Background: an optimization exercise with open tools, aiming at small area and a short achievable clock period. Do not read the settings as production practice.
Function not checked in this run: the RTL went through the layout flow alone.

$ cat flow/design.v
package schp_pkg;
	localparam logic [1:0] MODE_READY = 2'd0;
	localparam logic [1:0] MODE_WAIT  = 2'd1;
	localparam logic [1:0] MODE_MOVE  = 2'd2;
	localparam logic [1:0] MODE_STOP  = 2'd3;
	localparam logic [2:0] OP_MOVE  = 3'd0;
	localparam logic [2:0] OP_STEP  = 3'd1;
	localparam logic [2:0] OP_RTC   = 3'd2;
	localparam logic [2:0] OP_STOP  = 3'd3;
	localparam logic [2:0] OP_START = 3'd4;
endpackage
module schp_add #(
	parameter int W = 8
) (
	input  logic [W-1:0] a,
	input  logic [W-1:0] b,
	input  logic         cin,
	output logic [W-1:0] s,
	output logic         cout
);
	localparam int N = W + 1;
	logic [N-1:0] g, p;
	always_comb begin
		g[0] = cin;
		p[0] = 1'b0;
		for (int i = 0; i < W; i++) begin
			g[i+1] = a[i] & b[i];
			p[i+1] = a[i] ^ b[i];
		end
		for (int l = 0; (1 << l) < N; l++) begin
			for (int i = 0; i < N; i++) begin
				if ((i >> l) & 1) begin
					g[i] = g[i] | (p[i] & g[((i >> l) << l) - 1]);
					p[i] = p[i] & p[((i >> l) << l) - 1];
				end
			end
		end
		for (int i = 0; i < W; i++)
			s[i] = a[i] ^ b[i] ^ g[i];
		cout = g[W];
	end
endmodule
module schp_cfg_regs (
	input  logic        clk,
	input  logic        arst_n,
	input  logic        wr_en,
	input  logic [1:0]  wr_index,
	input  logic [15:0] wr_data,
	output logic [15:0] pulse_ms,
	output logic [15:0] after_pulse_ms,
	output logic        motor_block
);
	always_ff @(posedge clk or negedge arst_n) begin
		if (!arst_n) begin
			pulse_ms       <= 16'd4000;
			after_pulse_ms <= 16'd0;
			motor_block    <= 1'b0;
		end else if (wr_en) begin
			case (wr_index)
				2'd0: pulse_ms       <= wr_data;
				2'd1: after_pulse_ms <= wr_data;
				2'd2: motor_block    <= wr_data[0];
				default: ;
			endcase
		end
	end
endmodule
module schp_move_plan (
	input  logic [3:0]  dial_hours,
	input  logic [5:0]  dial_minutes,
	input  logic [3:0]  target_hours,
	input  logic [5:0]  target_minutes,
	input  logic [15:0] pulse_ms,
	input  logic [15:0] after_pulse_ms,
	output logic [9:0]  fwd,
	output logic        at_target,
	output logic        wait_rtc
);
	localparam int          SW   = 29;
	localparam logic [28:0] Bias = 29'd268435456 - 29'd43200000;
	localparam logic [15:0] K0   = 16'd60000;
	logic [5:0]    tm, mp, d0, dp;
	logic [1:0]    dc;
	logic          borrow, carry;
	logic [3:0]    fh0, fh_m1, fh_p1;
	logic [9:0]    fwd_0, fwd_b, fwd_c;
	logic [16:0]   kx, ky;
	logic [17:0]   k1;
	logic [19:0]   k3;
	logic [SW-1:0] row [5];
	logic [SW-1:0] s1a, c1a, s1b, c1b, s2, c2, s3, c3;
	logic [SW-1:0] g, t;
	function automatic logic [SW-1:0] fa_s(input logic [SW-1:0] a, b, c);
		fa_s = a ^ b ^ c;
	endfunction
	function automatic logic [SW-1:0] fa_c(input logic [SW-1:0] a, b, c);
		fa_c = {((a & b) | (a & c) | (b & c)), 1'b0};
	endfunction
	function automatic logic [3:0] hour_diff(input logic [3:0] th, input logic [3:0] h);
		case ({th, h})
			8'd0: hour_diff = 4'd0;
			8'd1: hour_diff = 4'd11;
			8'd2: hour_diff = 4'd10;
			8'd3: hour_diff = 4'd9;
			8'd4: hour_diff = 4'd8;
			8'd5: hour_diff = 4'd7;
			8'd6: hour_diff = 4'd6;
			8'd7: hour_diff = 4'd5;
			8'd8: hour_diff = 4'd4;
			8'd9: hour_diff = 4'd3;
			8'd10: hour_diff = 4'd2;
			8'd11: hour_diff = 4'd1;
			8'd12: hour_diff = 4'd0;
			8'd13: hour_diff = 4'd11;
			8'd14: hour_diff = 4'd10;
			8'd15: hour_diff = 4'd9;
			8'd16: hour_diff = 4'd1;
			8'd17: hour_diff = 4'd0;
			8'd18: hour_diff = 4'd11;
			8'd19: hour_diff = 4'd10;
			8'd20: hour_diff = 4'd9;
			8'd21: hour_diff = 4'd8;
			8'd22: hour_diff = 4'd7;
			8'd23: hour_diff = 4'd6;
			8'd24: hour_diff = 4'd5;
			8'd25: hour_diff = 4'd4;
			8'd26: hour_diff = 4'd3;
			8'd27: hour_diff = 4'd2;
			8'd28: hour_diff = 4'd1;
			8'd29: hour_diff = 4'd0;
			8'd30: hour_diff = 4'd11;
			8'd31: hour_diff = 4'd10;
			8'd32: hour_diff = 4'd2;
			8'd33: hour_diff = 4'd1;
			8'd34: hour_diff = 4'd0;
			8'd35: hour_diff = 4'd11;
			8'd36: hour_diff = 4'd10;
			8'd37: hour_diff = 4'd9;
			8'd38: hour_diff = 4'd8;
			8'd39: hour_diff = 4'd7;
			8'd40: hour_diff = 4'd6;
			8'd41: hour_diff = 4'd5;
			8'd42: hour_diff = 4'd4;
			8'd43: hour_diff = 4'd3;
			8'd44: hour_diff = 4'd2;
			8'd45: hour_diff = 4'd1;
			8'd46: hour_diff = 4'd0;
			8'd47: hour_diff = 4'd11;
			8'd48: hour_diff = 4'd3;
			8'd49: hour_diff = 4'd2;
			8'd50: hour_diff = 4'd1;
			8'd51: hour_diff = 4'd0;
			8'd52: hour_diff = 4'd11;
			8'd53: hour_diff = 4'd10;
			8'd54: hour_diff = 4'd9;
			8'd55: hour_diff = 4'd8;
			8'd56: hour_diff = 4'd7;
			8'd57: hour_diff = 4'd6;
			8'd58: hour_diff = 4'd5;
			8'd59: hour_diff = 4'd4;
			8'd60: hour_diff = 4'd3;
			8'd61: hour_diff = 4'd2;
			8'd62: hour_diff = 4'd1;
			8'd63: hour_diff = 4'd0;
			8'd64: hour_diff = 4'd4;
			8'd65: hour_diff = 4'd3;
			8'd66: hour_diff = 4'd2;
			8'd67: hour_diff = 4'd1;
			8'd68: hour_diff = 4'd0;
			8'd69: hour_diff = 4'd11;
			8'd70: hour_diff = 4'd10;
			8'd71: hour_diff = 4'd9;
			8'd72: hour_diff = 4'd8;
			8'd73: hour_diff = 4'd7;
			8'd74: hour_diff = 4'd6;
			8'd75: hour_diff = 4'd5;
			8'd76: hour_diff = 4'd4;
			8'd77: hour_diff = 4'd3;
			8'd78: hour_diff = 4'd2;
			8'd79: hour_diff = 4'd1;
			8'd80: hour_diff = 4'd5;
			8'd81: hour_diff = 4'd4;
			8'd82: hour_diff = 4'd3;
			8'd83: hour_diff = 4'd2;
			8'd84: hour_diff = 4'd1;
			8'd85: hour_diff = 4'd0;
			8'd86: hour_diff = 4'd11;
			8'd87: hour_diff = 4'd10;
			8'd88: hour_diff = 4'd9;
			8'd89: hour_diff = 4'd8;
			8'd90: hour_diff = 4'd7;
			8'd91: hour_diff = 4'd6;
			8'd92: hour_diff = 4'd5;
			8'd93: hour_diff = 4'd4;
			8'd94: hour_diff = 4'd3;
			8'd95: hour_diff = 4'd2;
			8'd96: hour_diff = 4'd6;
			8'd97: hour_diff = 4'd5;
			8'd98: hour_diff = 4'd4;
			8'd99: hour_diff = 4'd3;
			8'd100: hour_diff = 4'd2;
			8'd101: hour_diff = 4'd1;
			8'd102: hour_diff = 4'd0;
			8'd103: hour_diff = 4'd11;
			8'd104: hour_diff = 4'd10;
			8'd105: hour_diff = 4'd9;
			8'd106: hour_diff = 4'd8;
			8'd107: hour_diff = 4'd7;
			8'd108: hour_diff = 4'd6;
			8'd109: hour_diff = 4'd5;
			8'd110: hour_diff = 4'd4;
			8'd111: hour_diff = 4'd3;
			8'd112: hour_diff = 4'd7;
			8'd113: hour_diff = 4'd6;
			8'd114: hour_diff = 4'd5;
			8'd115: hour_diff = 4'd4;
			8'd116: hour_diff = 4'd3;
			8'd117: hour_diff = 4'd2;
			8'd118: hour_diff = 4'd1;
			8'd119: hour_diff = 4'd0;
			8'd120: hour_diff = 4'd11;
			8'd121: hour_diff = 4'd10;
			8'd122: hour_diff = 4'd9;
			8'd123: hour_diff = 4'd8;
			8'd124: hour_diff = 4'd7;
			8'd125: hour_diff = 4'd6;
			8'd126: hour_diff = 4'd5;
			8'd127: hour_diff = 4'd4;
			8'd128: hour_diff = 4'd8;
			8'd129: hour_diff = 4'd7;
			8'd130: hour_diff = 4'd6;
			8'd131: hour_diff = 4'd5;
			8'd132: hour_diff = 4'd4;
			8'd133: hour_diff = 4'd3;
			8'd134: hour_diff = 4'd2;
			8'd135: hour_diff = 4'd1;
			8'd136: hour_diff = 4'd0;
			8'd137: hour_diff = 4'd11;
			8'd138: hour_diff = 4'd10;
			8'd139: hour_diff = 4'd9;
			8'd140: hour_diff = 4'd8;
			8'd141: hour_diff = 4'd7;
			8'd142: hour_diff = 4'd6;
			8'd143: hour_diff = 4'd5;
			8'd144: hour_diff = 4'd9;
			8'd145: hour_diff = 4'd8;
			8'd146: hour_diff = 4'd7;
			8'd147: hour_diff = 4'd6;
			8'd148: hour_diff = 4'd5;
			8'd149: hour_diff = 4'd4;
			8'd150: hour_diff = 4'd3;
			8'd151: hour_diff = 4'd2;
			8'd152: hour_diff = 4'd1;
			8'd153: hour_diff = 4'd0;
			8'd154: hour_diff = 4'd11;
			8'd155: hour_diff = 4'd10;
			8'd156: hour_diff = 4'd9;
			8'd157: hour_diff = 4'd8;
			8'd158: hour_diff = 4'd7;
			8'd159: hour_diff = 4'd6;
			8'd160: hour_diff = 4'd10;
			8'd161: hour_diff = 4'd9;
			8'd162: hour_diff = 4'd8;
			8'd163: hour_diff = 4'd7;
			8'd164: hour_diff = 4'd6;
			8'd165: hour_diff = 4'd5;
			8'd166: hour_diff = 4'd4;
			8'd167: hour_diff = 4'd3;
			8'd168: hour_diff = 4'd2;
			8'd169: hour_diff = 4'd1;
			8'd170: hour_diff = 4'd0;
			8'd171: hour_diff = 4'd11;
			8'd172: hour_diff = 4'd10;
			8'd173: hour_diff = 4'd9;
			8'd174: hour_diff = 4'd8;
			8'd175: hour_diff = 4'd7;
			8'd176: hour_diff = 4'd11;
			8'd177: hour_diff = 4'd10;
			8'd178: hour_diff = 4'd9;
			8'd179: hour_diff = 4'd8;
			8'd180: hour_diff = 4'd7;
			8'd181: hour_diff = 4'd6;
			8'd182: hour_diff = 4'd5;
			8'd183: hour_diff = 4'd4;
			8'd184: hour_diff = 4'd3;
			8'd185: hour_diff = 4'd2;
			8'd186: hour_diff = 4'd1;
			8'd187: hour_diff = 4'd0;
			8'd188: hour_diff = 4'd11;
			8'd189: hour_diff = 4'd10;
			8'd190: hour_diff = 4'd9;
			8'd191: hour_diff = 4'd8;
			8'd192: hour_diff = 4'd0;
			8'd193: hour_diff = 4'd11;
			8'd194: hour_diff = 4'd10;
			8'd195: hour_diff = 4'd9;
			8'd196: hour_diff = 4'd8;
			8'd197: hour_diff = 4'd7;
			8'd198: hour_diff = 4'd6;
			8'd199: hour_diff = 4'd5;
			8'd200: hour_diff = 4'd4;
			8'd201: hour_diff = 4'd3;
			8'd202: hour_diff = 4'd2;
			8'd203: hour_diff = 4'd1;
			8'd204: hour_diff = 4'd0;
			8'd205: hour_diff = 4'd11;
			8'd206: hour_diff = 4'd10;
			8'd207: hour_diff = 4'd9;
			8'd208: hour_diff = 4'd1;
			8'd209: hour_diff = 4'd0;
			8'd210: hour_diff = 4'd11;
			8'd211: hour_diff = 4'd10;
			8'd212: hour_diff = 4'd9;
			8'd213: hour_diff = 4'd8;
			8'd214: hour_diff = 4'd7;
			8'd215: hour_diff = 4'd6;
			8'd216: hour_diff = 4'd5;
			8'd217: hour_diff = 4'd4;
			8'd218: hour_diff = 4'd3;
			8'd219: hour_diff = 4'd2;
			8'd220: hour_diff = 4'd1;
			8'd221: hour_diff = 4'd0;
			8'd222: hour_diff = 4'd11;
			8'd223: hour_diff = 4'd10;
			8'd224: hour_diff = 4'd2;
			8'd225: hour_diff = 4'd1;
			8'd226: hour_diff = 4'd0;
			8'd227: hour_diff = 4'd11;
			8'd228: hour_diff = 4'd10;
			8'd229: hour_diff = 4'd9;
			8'd230: hour_diff = 4'd8;
			8'd231: hour_diff = 4'd7;
			8'd232: hour_diff = 4'd6;
			8'd233: hour_diff = 4'd5;
			8'd234: hour_diff = 4'd4;
			8'd235: hour_diff = 4'd3;
			8'd236: hour_diff = 4'd2;
			8'd237: hour_diff = 4'd1;
			8'd238: hour_diff = 4'd0;
			8'd239: hour_diff = 4'd11;
			8'd240: hour_diff = 4'd3;
			8'd241: hour_diff = 4'd2;
			8'd242: hour_diff = 4'd1;
			8'd243: hour_diff = 4'd0;
			8'd244: hour_diff = 4'd11;
			8'd245: hour_diff = 4'd10;
			8'd246: hour_diff = 4'd9;
			8'd247: hour_diff = 4'd8;
			8'd248: hour_diff = 4'd7;
			8'd249: hour_diff = 4'd6;
			8'd250: hour_diff = 4'd5;
			8'd251: hour_diff = 4'd4;
			8'd252: hour_diff = 4'd3;
			8'd253: hour_diff = 4'd2;
			8'd254: hour_diff = 4'd1;
			8'd255: hour_diff = 4'd0;
			default: hour_diff = 4'd0;
		endcase
	endfunction
	function automatic logic [7:0] times15(input logic [3:0] h);
		case (h)
			4'd0: times15 = 8'd0;
			4'd1: times15 = 8'd15;
			4'd2: times15 = 8'd30;
			4'd3: times15 = 8'd45;
			4'd4: times15 = 8'd60;
			4'd5: times15 = 8'd75;
			4'd6: times15 = 8'd90;
			4'd7: times15 = 8'd105;
			4'd8: times15 = 8'd120;
			4'd9: times15 = 8'd135;
			4'd10: times15 = 8'd150;
			4'd11: times15 = 8'd165;
			4'd12: times15 = 8'd180;
			4'd13: times15 = 8'd195;
			4'd14: times15 = 8'd210;
			4'd15: times15 = 8'd225;
			default: times15 = 8'd0;
		endcase
	endfunction
	assign tm = target_minutes;
	always_comb begin
		logic [6:0] gg, tt;
		gg[0] = 1'b1;
		tt[0] = 1'b1;
		for (int i = 0; i < 6; i++) begin
			gg[i+1] = tm[i] & !dial_minutes[i];
			tt[i+1] = tm[i] | !dial_minutes[i];
		end
		for (int i = 1; i < 7; i++)
			gg[i] = gg[i] | (tt[i] & gg[i-1]);
		borrow = !gg[6];
		carry  = (tm[5:2] == 4'b1111) && (dial_minutes[5:2] == 4'b0000) &&
		         (dial_minutes[1:0] <= tm[1:0]);
	end
	always_comb begin
		mp = 6'd60 - dial_minutes;
		d0 = tm - dial_minutes;
		dp = tm + mp;
		dc = tm[1:0] - dial_minutes[1:0];
	end
	always_comb begin
		fh0   = hour_diff(target_hours, dial_hours);
		fh_m1 = (fh0 == 4'd0) ? 4'd11 : fh0 - 4'd1;
		fh_p1 = (fh0 == 4'd11) ? 4'd0 : fh0 + 4'd1;
	end
	always_comb begin
		fwd_0 = {times15(fh0) + {4'd0, d0[5:2]}, d0[1:0]};
		fwd_b = {times15(fh_m1) + {4'd0, dp[5:2]}, dp[1:0]};
		fwd_c = {times15(fh_p1), dc};
		fwd   = borrow ? fwd_b : carry ? fwd_c : fwd_0;
	end
	assign at_target = (fwd == 10'd0);
	always_comb begin
		for (int i = 0; i < 16; i++) begin
			kx[i]   = pulse_ms[i] ^ after_pulse_ms[i] ^ K0[i];
			ky[i+1] = (pulse_ms[i] & after_pulse_ms[i]) | (pulse_ms[i] & K0[i]) |
			          (after_pulse_ms[i] & K0[i]);
		end
		kx[16] = 1'b0;
		ky[0]  = 1'b0;
	end
	schp_add #(.W(17)) u_k1 (.a(kx), .b(ky), .cin(1'b0), .s(k1[16:0]), .cout(k1[17]));
	schp_add #(.W(19)) u_k3 (.a({1'b0, k1}), .b({k1, 1'b0}), .cin(1'b0), .s(k3[18:0]), .cout(k3[19]));
	always_comb begin
		for (int i = 0; i < 5; i++) begin
			case (fwd[2*i +: 2])
				2'd0: row[i] = '0;
				2'd1: row[i] = SW'(k1) << (2*i);
				2'd2: row[i] = SW'(k1) << (2*i + 1);
				default: row[i] = SW'(k3) << (2*i);
			endcase
		end
		s1a = fa_s(row[0], row[1], row[2]);
		c1a = fa_c(row[0], row[1], row[2]);
		s1b = fa_s(row[3], row[4], Bias);
		c1b = fa_c(row[3], row[4], Bias);
		s2  = fa_s(s1a, c1a, s1b);
		c2  = fa_c(s1a, c1a, s1b);
		s3  = fa_s(s2, c2, c1b);
		c3  = fa_c(s2, c2, c1b);
		g[0] = 1'b0;
		t[0] = 1'b0;
		for (int i = 0; i < SW - 1; i++) begin
			g[i+1] = s3[i] & c3[i];
			t[i+1] = s3[i] | c3[i];
		end
		for (int l = 0; (1 << l) < SW; l++) begin
			for (int i = 0; i < SW; i++) begin
				if (((i >> l) & 1) && (((i >> l) << l) - 1 >= 0)) begin
					g[i] = g[i] | (t[i] & g[((i >> l) << l) - 1]);
					t[i] = t[i] & t[((i >> l) << l) - 1];
				end
			end
		end
		wait_rtc = s3[SW-1] ^ c3[SW-1] ^ g[SW-1];
	end
endmodule
module schp_core (
	input  logic        clk,
	input  logic        arst_n,
	input  logic        accept,
	input  logic [2:0]  op,
	input  logic [3:0]  target_hours,
	input  logic [5:0]  target_minutes,
	input  logic [4:0]  rtc_hours,
	input  logic [5:0]  rtc_minutes,
	input  logic [15:0] pulse_ms,
	input  logic [15:0] after_pulse_ms,
	input  logic        motor_block,
	output logic [25:0] res
);
	logic [1:0] mode_q, mode_d;
	logic [3:0] hours_q, hours_d;
	logic [5:0] minutes_q, minutes_d;
	logic       pol_q, pol_d;
	logic [9:0] rem_q, rem_d;
	logic       fire_q, fire_d;
	logic       done_q, done_d;
	logic [9:0] fwd;
	logic       at_target, wait_rtc;
	logic [4:0] rtc_h12;
	schp_move_plan u_plan (
		.dial_hours     (hours_q),
		.dial_minutes   (minutes_q),
		.target_hours   (target_hours),
		.target_minutes (target_minutes),
		.pulse_ms       (pulse_ms),
		.after_pulse_ms (after_pulse_ms),
		.fwd            (fwd),
		.at_target      (at_target),
		.wait_rtc       (wait_rtc)
	);
	always_comb begin
		if (rtc_hours == 5'd0)
			rtc_h12 = 5'd12;
		else if (rtc_hours > 5'd12)
			rtc_h12 = rtc_hours - 5'd12;
		else
			rtc_h12 = rtc_hours;
	end
	always_comb begin
		mode_d    = mode_q;
		hours_d   = hours_q;
		minutes_d = minutes_q;
		pol_d     = pol_q;
		rem_d     = rem_q;
		fire_d    = 1'b0;
		done_d    = 1'b0;
		case (op)
			schp_pkg::OP_MOVE: begin
				if (mode_q == schp_pkg::MODE_READY) begin
					if (at_target) begin
						done_d = 1'b1;
					end else if (wait_rtc) begin
						mode_d = schp_pkg::MODE_WAIT;
						rem_d  = 10'd0;
					end else begin
						mode_d = schp_pkg::MODE_MOVE;
						rem_d  = fwd;
					end
				end
			end
			schp_pkg::OP_STEP: begin
				if (mode_q == schp_pkg::MODE_MOVE) begin
					fire_d = !motor_block;
					pol_d  = pol_q ^ !motor_block;
					if (minutes_q == 6'd59) begin
						minutes_d = 6'd0;
						hours_d   = (hours_q >= 4'd12) ? 4'd1 : hours_q + 4'd1;
					end else begin
						minutes_d = minutes_q + 6'd1;
					end
					if (rem_q != 10'd0)
						rem_d = rem_q - 10'd1;
					if (rem_q <= 10'd1) begin
						mode_d = schp_pkg::MODE_READY;
						done_d = 1'b1;
					end
				end
			end
			schp_pkg::OP_RTC: begin
				if (mode_q == schp_pkg::MODE_WAIT &&
				    rtc_h12 == {1'b0, hours_q} && rtc_minutes == minutes_q) begin
					mode_d = schp_pkg::MODE_READY;
					done_d = 1'b1;
				end
			end
			schp_pkg::OP_STOP: begin
				mode_d = schp_pkg::MODE_STOP;
				rem_d  = 10'd0;
			end
			schp_pkg::OP_START: begin
				if (mode_q == schp_pkg::MODE_STOP)
					mode_d = schp_pkg::MODE_READY;
			end
			default: ;
		endcase
	end
	always_ff @(posedge clk or negedge arst_n) begin
		if (!arst_n) begin
			mode_q    <= schp_pkg::MODE_READY;
			hours_q   <= 4'd12;
			minutes_q <= 6'd0;
			pol_q     <= 1'b0;
			rem_q     <= 10'd0;
		end else if (accept) begin
			mode_q    <= mode_d;
			hours_q   <= hours_d;
			minutes_q <= minutes_d;
			pol_q     <= pol_d;
			rem_q     <= rem_d;
		end
	end
	always_ff @(posedge clk) begin
		if (accept) begin
			fire_q <= fire_d;
			done_q <= done_d;
		end
	end
	assign res = {done_q, rem_q, pol_q, minutes_q, hours_q,
	              fire_q & pol_q, fire_q & !pol_q, mode_q};
endmodule
module slave_clock_hand_positioner (
	input  logic        clk,
	input  logic        arst_n,
	input  logic        s_axis_tvalid,
	output logic        s_axis_tready,
	input  logic [23:0] s_axis_tdata,
	input  logic [2:0]  s_axis_tuser,
	output logic        m_axis_tvalid,
	input  logic        m_axis_tready,
	output logic [31:0] m_axis_tdata,
	input  logic        cfg_valid,
	output logic        cfg_ready,
	input  logic [1:0]  cfg_index,
	input  logic [15:0] cfg_data
);
	logic [15:0] pulse_ms, after_pulse_ms;
	logic        motor_block;
	logic [25:0] res;
	logic        out_valid_q;
	logic        in_accept;
	assign cfg_ready = 1'b1;
	schp_cfg_regs u_cfg (
		.clk            (clk),
		.arst_n         (arst_n),
		.wr_en          (cfg_valid),
		.wr_index       (cfg_index),
		.wr_data        (cfg_data),
		.pulse_ms       (pulse_ms),
		.after_pulse_ms (after_pulse_ms),
		.motor_block    (motor_block)
	);
	assign s_axis_tready = !out_valid_q || m_axis_tready;
	assign in_accept     = s_axis_tvalid && s_axis_tready;
	schp_core u_core (
		.clk            (clk),
		.arst_n         (arst_n),
		.accept         (in_accept),
		.op             (s_axis_tuser),
		.target_hours   (s_axis_tdata[3:0]),
		.target_minutes (s_axis_tdata[9:4]),
		.rtc_hours      (s_axis_tdata[14:10]),
		.rtc_minutes    (s_axis_tdata[20:15]),
		.pulse_ms       (pulse_ms),
		.after_pulse_ms (after_pulse_ms),
		.motor_block    (motor_block),
		.res            (res)
	);
	always_ff @(posedge clk or negedge arst_n) begin
		if (!arst_n)
			out_valid_q <= 1'b0;
		else if (s_axis_tready)
			out_valid_q <= s_axis_tvalid;
	end
	assign m_axis_tvalid = out_valid_q;
	assign m_axis_tdata  = {6'd0, res};
endmodule
$ cat flow/flow/run.sh
#!/bin/bash
# Standard layout, with timing repair aiming for extra setup slack at the design's clock.
set -euo pipefail
export SETUP_SLACK_MARGIN=9.5
bash standard.sh > standard.log 2>&1
$ cat flow/standard.sh
#!/bin/bash
# synth_recipe.tcl (not shown) runs the flow's synth.tcl, then flattens the netlist and writes it again
# the make line also repeats each setting of config.mk as NAME=value (left out here)
make -C /OpenROAD-flow-scripts/flow DESIGN_CONFIG=/design/flow/config.mk WORK_HOME=/design/flow/orfs CLKGATE_MAP_FILE= SYNTH_SCRIPT=/design/flow/synth_recipe.tcl "${@:-finish}"
$ cat flow/config.mk
export PLATFORM = sky130hd
export DESIGN_NAME = slave_clock_hand_positioner
export DESIGN_NICKNAME = slave_clock_hand_positioner
export VERILOG_FILES = /design/flow/design.v
export SDC_FILE = /design/flow/constraint.sdc
export NUM_CORES = 4
export LEC_CHECK = 0
export CAP_MARGIN = 20
export CORE_MARGIN = 2
export CORE_UTILIZATION = 40
export SLEW_MARGIN = 20
$ cat flow/constraint.sdc
create_clock -name core_clock -period 18.0 [get_ports {clk}]
set_input_delay 3.6000 -clock core_clock [delete_from_list [all_inputs] [get_ports {clk}]]
set_output_delay 3.6000 -clock core_clock [all_outputs]
set_load 0.01 [all_outputs]
==> results_dict.tcl <==
set metrics [dict create \
    outcome "timing/DRC/antenna clean" \
    cp-start-kind "primary input" \
    synth_top_family_by_area "adder cells" \
    drt_pre_antenna_iters 5 \
    grt.total_usage_pct 23.2 \
    crit_fanout 6 \
    ys_top_cells_by_area "ha_1 15%, fa_1 11%, dfrtp_1 11%, inv_1 5.6%, mux2i_1 5.4%" \
    grt_pass1_wl_um 54000 \
    synth_enable_flop_cells 2 \
    fp.coreArea_sq_um 27000 \
    fin_skew_ns 0.0117 \
    avgSynthCellArea_sq_um 8.16 \
    vias 10500 \
    max_stage_delay_ns 0.50 \
    antenna_left 0 \
    final_common_cell "inv_1" \
    post_drt_wl_per_cell_um 18.4 \
    vias_per_cell 5.79 \
    ys_ff_latch 59 \
    dieArea_sq_um 28900 \
    initial_utilization_pct 40.8 \
    synth_xor_area_share_pct 5.56 \
    drc 0 \
    setup_viol 0 \
    synthArstFlopShare_pct 96.6 \
    syn2layout_area_growth_pct 28.0 \
    drt_iter0_markers 785 \
    path_delay_family "compound AO/OA/AOI/OAI gates" \
    cts.sinks 59 \
    place.gp.congestion 0.862 \
    synth-compound-area-share_pct 22.2 \
    insertion_delay_ns 0.35 \
    cpMaxStageDelayCell "fa_1" \
    drv_cap 0 \
    hold_depth 1 \
    diodes 0 \
    tightest_slew_ns 0.864 \
    yosys.area_share.simple_pct 14.5 \
    route.top_layer_used "met5" \
    worstPathArrival_ns 10.74 \
    ys_warn_count 7 \
    synth_top_area_share_pct 14.6 \
    antenna_found_initial 1 \
    synth_cell_types 90 \
    required_ns 18.25 \
    fp.dieW_um 170 \
    rsz0062_at_grt "yes" \
    ys_seq_area_share_pct 13.6 \
    netlist_area_sq_um 11000 \
    totalWireLength_um 33500 \
    clk_path_buf_depth 2 \
    endpoint_kind "flop" \
    wl_met2_um 16300 \
    crit_top_cell "buf_6" \
    mostFrequentLayoutCells "160 x inv_1, 121 x ha_1, 98 x nor2_1" \
    finalMaxSlewViolations 0 \
    muxShareOfSynthArea_pct 9.17 \
    reg2reg_depth 38 \
    critPathKind "in2reg" \
    synth-adder-area-share_pct 26.3 \
    synth_flop_cell "dfrtp_1" \
    yosys.area.top_type "ha_1" \
    post-route-period-util_pct 58.3 \
    fin_nets 1716 \
    relSlewSlack_pct 41.8 \
    h-tree-depth 3 \
    post-route-min-period_ns 10.49 \
    wl_met1_um 14300 \
    grt_max_degree 58 \
    synth_cells 1352 \
    die_h_um 170 \
    cp.depth 35 \
    tns_ns 0 \
    clockRootBuffer "clkbuf_16" \
    cts_tree "yes" \
    clk_pin_slew_ns 0.07 \
    ff2ff_setup_slack_ns 8.27 \
    route.met3.wl_um 1830 \
    timing.fmax_mhz 95.4 \
    hold_path.class "reg2reg" \
    dpl.hpwl_um 23500 \
    ctsHoldBuffers 0 \
    grt_pass1_vias 10400 \
    port_buffers 74 \
    drive_above_1_share_pct 20.1 \
    grt-ovfl-total 0 \
    cts_buffers 9 \
    rows 60 \
    critPathBufInv 6 \
    io_pins 85 \
    final_hold_viol_count 0 \
]
-- layer usage --
layer	global-route usage [%]	vias to the layer above
li1	-	5044
met1	30.0	5046
met2	40.2	377
met3	2.65	76
met4	7.99	2
met5	0	-
-- timing repair --
action,CTS,global route
setup buffers,50,28
pin swaps,48,50
endpoints found under the hold margin,0,0
gates cloned,4,1
gates resized for setup,137,45
endpoints found under the setup margin,13,12
-- synthesized netlist by cell type, types with 9 or more instances --
master	n
xor2_1	21
clkbuf_1	41
o221ai_1	9
a211oi_1	11
o21bai_1	9
a31oi_1	19
mux2_2	34
dfrtp_1	49
nand2_1	88
nand2b_1	10
o2bb2ai_1	12
nand3_1	18
xnor2_1	49
inv_1	165
buf_2	9
nor2_1	110
o21ai_0	52
a21oi_1	82
nor3_1	22
o22ai_1	45
nand3b_1	9
a21o_1	14
mux2i_1	59
ha_1	129
fa_1	62
buf_4	10
nor2b_1	13
a22oi_1	22
-- worst register-to-register path, delay by kind of cell, from the launching register on --
family,cells,cell delay [ns]
AOI/OAI and AO/OA,17,4.02
xor gates and xnor gates,3,0.91
adders and majority gates,7,2.69
buffers and inverters,3,0.56
DFF,1,0.38
and+or+nand+nor,8,1.08
-- final cells by class --
type                            count  area, sq um
Clock buffer                        9          225
Sequential cell                    59         1500
Clock inverter                      7         76.3
Tap cell                          341          427
Inverter                          172          668
Timing Repair Buffer              175         1810
Multi-Input combinational cell   1058         9410
Fill cell                        2516        12900
-- cells by family (layout without fill, tap and decap cells) --
kind of cell | Yosys count | after routing
AOI/OAI and AO/OA | 360 | 360
xor gates and xnor gates | 70 | 70
adders and majority gates | 195 | 195
buffers and inverters | 241 | 363
DFF | 59 | 59
muxes | 96 | 96
other | 2 | 7
and+or+nand+nor | 329 | 330
-- metrics by stage --
stage               std cells  cell area [sq um]  hold slack (ns)  util (%)  setup slack (ns)
floorplan                1357              11300            0.479         -              7.39
global placement         1722              12200            0.491      45.1              4.31
detailed placement       1722              12200            0.494      45.1              4.35
CTS                      1792              13600            0.507      50.4              7.51
global route             1821              14100            0.513      52.2              7.23
finish                   1821              14100            0.502      52.2              7.51
-- flip-flops by register name, summed over array words and instances, names as in the netlist --
register	count
u_core.minutes_q	6
u_cfg.pulse_ms	16
out_valid_q	1
u_core.rem_q	10
u_core.hours_q	4
u_core.pol_q	1
u_core.mode_q	2
u_cfg.after_pulse_ms	16
u_cfg.motor_block	1
u_core.fire_q	1
u_core.done_q	1
-- worst paths after layout --
path | start | to
max reg2reg | u_cfg.pulse_ms[1] | u_core.rem_q[4]
min reg2reg | u_cfg.after_pulse_ms[15] | u_cfg.after_pulse_ms[15]
max | s_axis_tdata[0] | u_core.rem_q[4]
min | u_cfg.after_pulse_ms[15] | u_cfg.after_pulse_ms[15]
max in group asynchronous | arst_n | u_cfg.after_pulse_ms[10]
min in group asynchronous | arst_n | u_core.rem_q[3]

## static timing again, ports no longer ideal
In the flow no input, the clock included, has a driving cell. The finished layout below was timed again as built, in two steps. Step 1 (the two cells are an assumption about what drives the block):
set clk [get_ports {clk}]
set_driving_cell -lib_cell sky130_fd_sc_hd__clkbuf_16 $clk
set_driving_cell -lib_cell sky130_fd_sc_hd__buf_2 [delete_from_list [all_inputs] $clk]
Step 2 adds t to the input delays and takes it off the output delays; t is the mean of the earliest and latest rising clock arrival at the registers after step 1. Input paths then give back, and output paths get back, about the clock's delay inside the block. Slacks: no drivers / after step 1 / after step 2; pairs: no drivers / after step 1.
t (ns): 0.389
slack for setup (ns): 7.515 / 7.500 / 7.111
hold slack, ns: 0.502 / 0.502 / 0.502
pins driven straight from the clock port: 1
After both steps this run still meets setup and hold. The setup slack of this run moves by -0.015 ns with the drivers and by -0.404 ns with both steps.
